From an optimization exercise on the open Yosys and OpenROAD flow, aimed at small area and few clock cycles; shortcuts taken in it are not production practice. Only simulation tests tie the RTL to the original design; equivalence was not proved. Power figures rest on the tool's default switching activity, not on a simulated workload.

File: flow/run.sh
#!/bin/bash
# synth_recipe.tcl (not shown) runs the flow's synth.tcl, then flattens the netlist and writes it again
# the make line also repeats each setting of config.mk as NAME=value (left out here)
make -C /OpenROAD-flow-scripts/flow DESIGN_CONFIG=/design/flow/config.mk WORK_HOME=/design/flow/orfs CLKGATE_MAP_FILE= SYNTH_SCRIPT=/design/flow/synth_recipe.tcl finish
File: flow/config.mk
export PLATFORM = sky130hd
export DESIGN_NAME = vlc_device_association_fsm
export DESIGN_NICKNAME = vlc_device_association_fsm
export VERILOG_FILES = /design/flow/design.v
export SDC_FILE = /design/flow/constraint.sdc
export NUM_CORES = 4
export LEC_CHECK = 0
export CAP_MARGIN = 20
export CORE_MARGIN = 2
export CORE_UTILIZATION = 40
export SLEW_MARGIN = 20
File: flow/constraint.sdc
create_clock -name core_clock -period 6.0 [get_ports {i_clk}]
set_input_delay 1.2000 -clock core_clock [delete_from_list [all_inputs] [get_ports {i_clk}]]
set_output_delay 1.2000 -clock core_clock [all_outputs]
set_load 0.01 [all_outputs]
File: flow/design.v
`default_nettype none
package vda_pkg;
    localparam logic [2:0] CMD_START     = 3'd0;
    localparam logic [2:0] CMD_TX_RESULT = 3'd1;
    localparam logic [2:0] CMD_BEACON    = 3'd2;
    localparam logic [2:0] CMD_GRANT     = 3'd3;
    localparam logic [2:0] CMD_RESP      = 3'd4;
    localparam logic [2:0] CMD_TICK      = 3'd5;
    localparam logic [2:0] ACT_NONE       = 3'd0;
    localparam logic [2:0] ACT_ASSOC_REQ  = 3'd1;
    localparam logic [2:0] ACT_DATA_REQ   = 3'd2;
    localparam logic [2:0] ACT_RX_SLOT    = 3'd3;
    localparam logic [2:0] ACT_ACK_SLOT   = 3'd4;
    localparam logic [2:0] ACT_SEND_ACK   = 3'd5;
    localparam logic [2:0] ACT_CONFIRM    = 3'd6;
    localparam logic [2:0] ST_SUCCESS     = 3'd0;
    localparam logic [2:0] ST_ACCESS_FAIL = 3'd1;
    localparam logic [2:0] ST_NO_ACK      = 3'd2;
    localparam logic [2:0] ST_NO_DATA     = 3'd3;
    localparam logic [2:0] ST_DENIED      = 3'd4;
    localparam logic [1:0] TX_SUCCESS     = 2'd0;
    localparam logic [1:0] TX_ACCESS_FAIL = 2'd1;
    localparam logic [1:0] RESP_SUCCESS   = 2'd0;
    localparam logic [3:0] PH_IDLE      = 4'd0;
    localparam logic [3:0] PH_TX_REQ    = 4'd1;
    localparam logic [3:0] PH_BEACON    = 4'd2;
    localparam logic [3:0] PH_POLL      = 4'd3;
    localparam logic [3:0] PH_TX_DATA   = 4'd4;
    localparam logic [3:0] PH_RX_GRANT  = 4'd5;
    localparam logic [3:0] PH_RESP      = 4'd6;
    localparam logic [3:0] PH_ACK_GRANT = 4'd7;
    localparam logic [3:0] PH_TX_ACK    = 4'd8;
    localparam logic [1:0] CFG_TRACK_BEACON = 2'd0;
    localparam logic [1:0] CFG_BEACON_WAIT  = 2'd1;
    localparam logic [1:0] CFG_POLL_WAIT    = 2'd2;
    localparam logic [23:0] BEACON_WAIT_RST = 24'd32;
    localparam logic [23:0] POLL_WAIT_RST   = 24'd30720;
    localparam logic [15:0] NO_ADDR         = 16'hffff;
    localparam logic [7:0]  NO_CHANNEL      = 8'hff;
    localparam logic [15:0] NO_NET_ID       = 16'h00ff;
    typedef struct packed {
        logic [2:0]  cmd;
        logic [7:0]  channel;
        logic [15:0] net_id;
        logic [63:0] coord_addr;
        logic [1:0]  coord_addr_mode;
        logic [1:0]  tx_status;
        logic        ack_pending;
        logic        listed_in_beacon;
        logic [1:0]  resp_status;
        logic [15:0] resp_short_addr;
        logic [63:0] resp_coord_ext;
    } t_in_word;
    typedef struct packed {
        logic [2:0]  action;
        logic [63:0] dest_addr;
        logic [15:0] dest_net_id;
        logic [7:0]  use_channel;
        logic [2:0]  confirm_status;
        logic [15:0] short_addr;
        logic [63:0] coord_ext_addr;
        logic        busy_res;
    } t_out_word;
    typedef struct packed {
        logic [3:0]  phase;
        logic [7:0]  saved_channel;
        logic [15:0] saved_net_id;
        logic [63:0] saved_coord;
        logic [23:0] wait_count;
        logic [15:0] given_addr;
        logic        resp_denied;
        logic [63:0] learned_ext;
    } t_state;
    typedef struct packed {
        logic        track_beacon;
        logic [23:0] beacon_wait_ticks;
        logic [23:0] poll_wait_ticks;
    } t_cfg;
endpackage
`default_nettype wire
`default_nettype none
module vda_step (
    input  vda_pkg::t_state    i_state,
    input  vda_pkg::t_cfg      i_cfg,
    input  vda_pkg::t_in_word  i_word,
    output vda_pkg::t_state    o_state,
    output vda_pkg::t_out_word o_res
);
    logic [23:0] w_cnt_inc;
    logic [23:0] w_limit;
    logic        w_timer_hit;
    logic [2:0]  w_fail_code;
    logic        w_fin;
    logic [2:0]  w_fin_status;
    logic        w_fill;
    vda_pkg::t_state    n_state;
    vda_pkg::t_out_word n_res;
    assign w_cnt_inc   = i_state.wait_count + 24'd1;
    assign w_limit     = (i_state.phase == vda_pkg::PH_BEACON) ? i_cfg.beacon_wait_ticks
                                                               : i_cfg.poll_wait_ticks;
    assign w_timer_hit = (w_cnt_inc >= w_limit);
    assign w_fail_code = (i_word.tx_status == vda_pkg::TX_ACCESS_FAIL) ? vda_pkg::ST_ACCESS_FAIL
                                                                       : vda_pkg::ST_NO_ACK;
    always_comb begin
        n_state      = i_state;
        w_fin        = 1'b0;
        w_fin_status = vda_pkg::ST_SUCCESS;
        w_fill       = 1'b0;
        n_res                = '0;
        n_res.action         = vda_pkg::ACT_NONE;
        n_res.short_addr     = vda_pkg::NO_ADDR;
        case (i_word.cmd)
            vda_pkg::CMD_START: begin
                if (i_state.phase == vda_pkg::PH_IDLE) begin
                    n_state.saved_channel = i_word.channel;
                    n_state.saved_net_id  = i_word.net_id;
                    n_state.saved_coord   = i_word.coord_addr;
                    n_state.phase         = vda_pkg::PH_TX_REQ;
                    n_res.action          = vda_pkg::ACT_ASSOC_REQ;
                    w_fill                = 1'b1;
                end
            end
            vda_pkg::CMD_TX_RESULT: begin
                case (i_state.phase)
                    vda_pkg::PH_TX_REQ: begin
                        if (i_word.tx_status == vda_pkg::TX_SUCCESS) begin
                            n_state.wait_count = '0;
                            n_state.phase      = i_cfg.track_beacon ? vda_pkg::PH_BEACON
                                                                    : vda_pkg::PH_POLL;
                        end else begin
                            w_fin        = 1'b1;
                            w_fin_status = w_fail_code;
                        end
                    end
                    vda_pkg::PH_TX_DATA: begin
                        if (i_word.tx_status != vda_pkg::TX_SUCCESS) begin
                            w_fin        = 1'b1;
                            w_fin_status = w_fail_code;
                        end else if (i_word.ack_pending) begin
                            n_state.phase = vda_pkg::PH_RX_GRANT;
                            n_res.action  = vda_pkg::ACT_RX_SLOT;
                            w_fill        = 1'b1;
                        end else begin
                            w_fin        = 1'b1;
                            w_fin_status = vda_pkg::ST_NO_DATA;
                        end
                    end
                    vda_pkg::PH_TX_ACK: begin
                        w_fin        = 1'b1;
                        w_fin_status = i_state.resp_denied ? vda_pkg::ST_DENIED
                                                           : vda_pkg::ST_SUCCESS;
                    end
                    default: ;
                endcase
            end
            vda_pkg::CMD_BEACON: begin
                if (i_state.phase == vda_pkg::PH_BEACON && i_word.listed_in_beacon) begin
                    n_state.wait_count = '0;
                    n_state.phase      = vda_pkg::PH_TX_DATA;
                    n_res.action       = vda_pkg::ACT_DATA_REQ;
                    w_fill             = 1'b1;
                end
            end
            vda_pkg::CMD_GRANT: begin
                if (i_state.phase == vda_pkg::PH_RX_GRANT) begin
                    n_state.phase = vda_pkg::PH_RESP;
                end else if (i_state.phase == vda_pkg::PH_ACK_GRANT) begin
                    n_state.phase = vda_pkg::PH_TX_ACK;
                    n_res.action  = vda_pkg::ACT_SEND_ACK;
                    w_fill        = 1'b1;
                end
            end
            vda_pkg::CMD_RESP: begin
                if (i_state.phase == vda_pkg::PH_RESP) begin
                    if (i_word.resp_status == vda_pkg::RESP_SUCCESS) begin
                        n_state.given_addr  = i_word.resp_short_addr;
                        n_state.learned_ext = i_word.resp_coord_ext;
                        n_state.resp_denied = 1'b0;
                    end else begin
                        n_state.given_addr  = vda_pkg::NO_ADDR;
                        n_state.resp_denied = 1'b1;
                    end
                    n_state.phase = vda_pkg::PH_ACK_GRANT;
                    n_res.action  = vda_pkg::ACT_ACK_SLOT;
                    w_fill        = 1'b1;
                end
            end
            vda_pkg::CMD_TICK: begin
                if (i_state.phase == vda_pkg::PH_BEACON) begin
                    n_state.wait_count = w_cnt_inc;
                    if (w_timer_hit) begin
                        w_fin        = 1'b1;
                        w_fin_status = vda_pkg::ST_NO_DATA;
                    end
                end else if (i_state.phase == vda_pkg::PH_POLL) begin
                    n_state.wait_count = w_cnt_inc;
                    if (w_timer_hit) begin
                        n_state.wait_count = '0;
                        n_state.phase      = vda_pkg::PH_TX_DATA;
                        n_res.action       = vda_pkg::ACT_DATA_REQ;
                        w_fill             = 1'b1;
                    end
                end
            end
            default: ;
        endcase
        if (w_fin) begin
            n_res.action         = vda_pkg::ACT_CONFIRM;
            n_res.confirm_status = w_fin_status;
            if (w_fin_status == vda_pkg::ST_SUCCESS) begin
                w_fill           = 1'b1;
                n_res.short_addr = i_state.given_addr;
            end
            n_state.phase         = vda_pkg::PH_IDLE;
            n_state.saved_channel = vda_pkg::NO_CHANNEL;
            n_state.saved_net_id  = vda_pkg::NO_NET_ID;
            n_state.wait_count    = '0;
            n_state.given_addr    = vda_pkg::NO_ADDR;
            n_state.resp_denied   = 1'b0;
        end
        if (w_fill) begin
            if (i_word.cmd == vda_pkg::CMD_START) begin
                n_res.dest_addr   = i_word.coord_addr;
                n_res.dest_net_id = i_word.net_id;
                n_res.use_channel = i_word.channel;
            end else begin
                n_res.dest_addr   = i_state.saved_coord;
                n_res.dest_net_id = i_state.saved_net_id;
                n_res.use_channel = i_state.saved_channel;
            end
        end
        n_res.coord_ext_addr = n_state.learned_ext;
        n_res.busy_res       = (n_state.phase != vda_pkg::PH_IDLE);
    end
    assign o_state = n_state;
    assign o_res   = n_res;
endmodule
`default_nettype wire
`default_nettype none
module vlc_device_association_fsm (
    input  wire logic         i_clk,
    input  wire logic         i_rst_n,
    input  wire logic         i_in_valid,
    output wire logic         i_in_ready,
    input  wire logic [178:0] i_in_data,
    output wire logic         o_out_valid,
    input  wire logic         o_out_ready,
    output wire logic [174:0] o_out_data,
    input  wire logic         i_cfg_we,
    input  wire logic [1:0]   i_cfg_idx,
    input  wire logic [23:0]  i_cfg_data
);
    vda_pkg::t_cfg      r_cfg;
    vda_pkg::t_state    r_st;
    vda_pkg::t_state    n_st;
    vda_pkg::t_in_word  r_s1_word;
    logic               r_s1_valid;
    vda_pkg::t_out_word r_out_word;
    vda_pkg::t_out_word n_out_word;
    logic               r_out_valid;
    logic               w_adv;
    logic               w_accept;
    assign w_adv      = r_s1_valid && (!r_out_valid || o_out_ready);
    assign i_in_ready = !r_s1_valid || w_adv;
    assign w_accept   = i_in_valid && i_in_ready;
    vda_step u_step (
        .i_state (r_st),
        .i_cfg   (r_cfg),
        .i_word  (r_s1_word),
        .o_state (n_st),
        .o_res   (n_out_word)
    );
    always_ff @(posedge i_clk) begin
        if (!i_rst_n) begin
            r_cfg.track_beacon      <= 1'b0;
            r_cfg.beacon_wait_ticks <= vda_pkg::BEACON_WAIT_RST;
            r_cfg.poll_wait_ticks   <= vda_pkg::POLL_WAIT_RST;
        end else if (i_cfg_we) begin
            case (i_cfg_idx)
                vda_pkg::CFG_TRACK_BEACON: r_cfg.track_beacon      <= i_cfg_data[0];
                vda_pkg::CFG_BEACON_WAIT:  r_cfg.beacon_wait_ticks <= i_cfg_data;
                vda_pkg::CFG_POLL_WAIT:    r_cfg.poll_wait_ticks   <= i_cfg_data;
                default: ;
            endcase
        end
    end
    always_ff @(posedge i_clk) begin
        if (!i_rst_n) begin
            r_st.phase         <= vda_pkg::PH_IDLE;
            r_st.saved_channel <= vda_pkg::NO_CHANNEL;
            r_st.saved_net_id  <= vda_pkg::NO_NET_ID;
            r_st.saved_coord   <= '0;
            r_st.wait_count    <= '0;
            r_st.given_addr    <= vda_pkg::NO_ADDR;
            r_st.resp_denied   <= 1'b0;
            r_st.learned_ext   <= '0;
        end else if (w_adv) begin
            r_st <= n_st;
        end
    end
    always_ff @(posedge i_clk) begin
        if (!i_rst_n) begin
            r_s1_valid <= 1'b0;
        end else if (w_accept) begin
            r_s1_valid <= 1'b1;
        end else if (w_adv) begin
            r_s1_valid <= 1'b0;
        end
    end
    always_ff @(posedge i_clk) begin
        if (w_accept) begin
            r_s1_word <= i_in_data;
        end
    end
    always_ff @(posedge i_clk) begin
        if (!i_rst_n) begin
            r_out_valid <= 1'b0;
        end else if (w_adv) begin
            r_out_valid <= 1'b1;
        end else if (o_out_ready) begin
            r_out_valid <= 1'b0;
        end
    end
    always_ff @(posedge i_clk) begin
        if (w_adv) begin
            r_out_word <= n_out_word;
        end
    end
    assign o_out_valid = r_out_valid;
    assign o_out_data  = r_out_word;
endmodule
`default_nettype wire
==> results.txt <==
[metrics by stage]
| stage | instance area, um2 | utilization [%] | instances |
|---|---|---|---|
| after floorplan | 23700 | - | 2068 |
| after global placement | 28200 | 48.0 | 3107 |
| after detailed placement | 28300 | 48.1 | 3109 |
| after CTS | 30300 | 51.6 | 3231 |
| after global routing | 30400 | 51.6 | 3235 |
| final | 30400 | 51.6 | 3237 |
[synthesized netlist by cell type, drive strengths merged, types with 5 or more instances]
master,n,area (um2)
ha,25,313
a21oi,111,631
o21ai,55,279
a22oi,13,97.6
nand3b,5,37.5
edfxtp,352,10600
xnor2,12,105
nor3,40,205
xor2,10,87.6
mux2,65,732
or2,19,119
dfxtp,248,4960
nor2,177,664
nor3b,68,510
buf,27,151
mux2i,25,250
nand2,436,1640
clkbuf,107,402
nor2b,19,119
nand3,36,180
inv,5,18.8
nand2b,7,43.8
a21boi,118,890
o22ai,25,156
nand4,6,43.8
a31oi,5,46.3
[report_power, final]
| group | switching (W) | total [W] | leakage, nW | internal [W] |
|---|---|---|---|---|
| Combinational | 0.000327 | 0.000650 | 4.01 | 0.000323 |
| Clock | 0.00166 | 0.00393 | 1.03 | 0.00227 |
| Sequential | 0.0000784 | 0.00463 | 5.30 | 0.00456 |
[metal layers]
| layer | share of wire [%] | GRT usage [%] |
|---|---|---|
| met1 | 41 | 24.0 |
| met2 | 48 | 31.6 |
| met3 | 8.4 | 6.63 |
| met4 | 2.7 | 7.08 |
| met5 | 0.13 | 0 |
[worst max path at each step]
| stage | end | slack (ns) | depth (start not counted) |
|---|---|---|---|
| detailed placement | r_out_word[167] | 0.79 | 16 |
| global placement | r_out_word[168] | 0.83 | 16 |
| finish | r_out_word[162] | 0.78 | 16 |
| floorplan | r_out_word[0] | 1.09 | 6 |
| CTS | r_out_word[162] | 0.76 | 16 |
| global route | r_out_word[167] | 0.37 | 16 |
[cells in the final DEF, fill, tap and decap left out, types with 7 or more instances in the layout]
master and n:
nor2_1 174, xor2_1 10, nand3_1 36, buf_12 7
mux2i_1 25, edfxtp_1 352, nand2_1 435, buf_4 11
nor2b_1 19, o22ai_1 25, a21oi_2 20, clkinv_2 11
nor3b_1 68, xnor2_1 12, mux2_2 65, o21ai_0 51
a21boi_0 117, a22oi_1 13, clkinv_1 7, ha_1 25
clkbuf_1 22, clkbuf_16 70, or2_2 18, clkdlybuf4s50_1 383
dfxtp_1 248, nor3_1 37, a21oi_1 91
[critical path: stages (launching register included)]
cell,delay (ns)
dfxtp_1,0.42
ha_1,0.33
nand3_1,0.13
nor2_1,0.40
nand4_1,0.30
nor2_1,0.21
xor2_1,0.10
ha_1,0.32
nand4_2,0.14
nor4_4,0.46
a221oi_2,0.12
o21ai_2,0.13
a31oi_4,0.11
o211ai_2,0.63
and4bb_4,0.76
buf_4,0.33
a21oi_2,0.05
[final cells by class]
| type | instances | area, um2 |
|---|---|---|
| Timing Repair Buffer | 402 | 4070 |
| Fill cell | 5086 | 28400 |
| Clock buffer | 98 | 1920 |
| Multi-Input combinational cell | 1328 | 7650 |
| Tap cell | 773 | 967 |
| Sequential cell | 600 | 15500 |
| Antenna cell | 6 | 15.0 |
| Inverter | 6 | 30.0 |
| Clock inverter | 24 | 173 |
[logic make-up after synthesis]
logic type / Yosys count
adders and majority gates: 25
buffers and inverters: 140
and+or+nand+nor: 839
xor gates and xnor gates: 22
DFF: 600
AOI/OAI and AO/OA: 352
muxes: 90
[state kept, by name (all words and copies together) (netlist names)]
register	flops
r_s1_word	177
r_st	197
r_out_valid	1
r_cfg	49
r_s1_valid	1
r_out_word	175
==> results.txt <==
Status: timing/DRC/antenna clean
Synth Area in Adders: 1.32%
RR Endpoint: r_out_word[162]
Fin crit period: 5.22 ns
Nets: 2640
Layout cell share with drive strength beyond 1: 9.89%
Least-Margin Pin Slew: 1.11 ns
H-tree lvl count: 3
Main synth FF type: edfxtp_1
Drt drc: 0
Core box area: 58800 um2
WL/cell: 18.8 um
Fmax: 192 MHz
Clk slew on worst S/H paths: 0.06 ns
Starting density of the core: 40.3%
Register bit total from synthesis: 600
Power Density: 303 nW/um2
CP startpoint: r_st[81]
Die area: 61200 um2
RSZ-0062 raised after global routing: no
Register area share after synthesis: 65.5%
Reg-to-reg slack, setup: 0.78 ns
Syn avg cell area: 11.5 um2
Largest net degree at the start of global routing: 194
Hold EP: r_st[122]
Compound-Gate Fraction of Synth Area: 9.85%
Post-Syn Nets: 2303
IO buf count: 384
GRT Residual Overflow: 0
HP Start: r_st[122]
Syn Inst Count: 2068
I/O pin count: 387
Final TNS setup: 0 ns
Clock sink count: 600
Post-synthesis xor/xnor area fraction: 0.813%
# hold bufs at CTS: 0
Setup bufs post-CTS: 0
Final setup margin: 0.779 ns
Required time of the critical path: 6.34 ns
CTS tree: built
R2R depth: 16
FFs w/ async S/R, synth: 0%
Hold WS: 0.462 ns
Total GRT Usage: 19.4%
Post-synth EDFFs: 352
Post-Synth Simple-Gate Area: 15.9%
Synth unique cells: 62
DR iter-0 viols: 986
Post-synthesis mux area share: 4.14%
Die width: 247 um
DRT Pass-1 Iters: 5
Clock Path Buffers: 3
Final hold vios: 0
Pleak: 10.3 nW
HPWL after DPL: 37600 um
Rows: 89
WL final: 60900 um
Vias post-DR: 16592
First-pass GRT wire length: 91900 um
Initial antenna violation count: 9
Reg2reg start: r_st[81]
Setup CP Type: flop to flop
DP Worst Slack: 0.786 ns
Vias per Instance: 5.13
Critical path peak fanout: 33
CP Launch Type: flop
PostCTS Resize Cnt: 0
Die height: 247 um
Area Overhead vs Synth: 28.1%
Largest family of logic cells by synthesized area: simple AND/OR/NAND/NOR gates
Worst hold path class: flop to flop
CP arrival: 5.56 ns
Cell area after synthesis: 23700 um2
Vias in the first global route: 16330
Max Cap Viol: 0
WHS Path Cells: 2
Root buffer cell: clkbuf_16
Maximum vdd ir drop: 0.000237 V
CP endpoint kind: flop
Latest clock arrival within the worst-skew pair: 0.60 ns
Total power: 0.00921 W
Antenna Nets Post-Route: 0
Num CTS Buffers: 67
Fin crit share: 87.0%
Ys Warns: 2
Final-report setup violation count: 0
Clk_skew: 0.0182 ns
Max-slew headroom: 25.5%
Final max-slew violation count: 0
Global placement routability congestion: 0.814
Testbench counts, summed over its fixed seeds: cycles 28,299.

## port drivers added, routing unchanged
How much do the figures lean on ideal ports? The routed layout below was timed once more, with nothing changed but the port constraints.
Step 1: set_driving_cell puts a clkbuf_16 on i_clk and a buf_2 on each other input, an assumption about the parent block.
Step 2 times the ports against the registers' clock, not the clock port: input delays grow and output delays shrink by t, the midpoint of the rising clock arrivals with the driver on.
a / b / c = no drivers / after step 1 / after step 2; a / b = the first two.
shift t [ns]: 0.653
slack for setup (ns): 0.779 / 0.779 / 0.779
slew at the worst register clock pin (ns): 0.06 / 0.06
pins driven straight from the clock port: 1
After both steps this run still meets setup and hold. For this run, drivers alone change the setup slack by 0.000 ns; drivers and shift together by 0.000 ns.
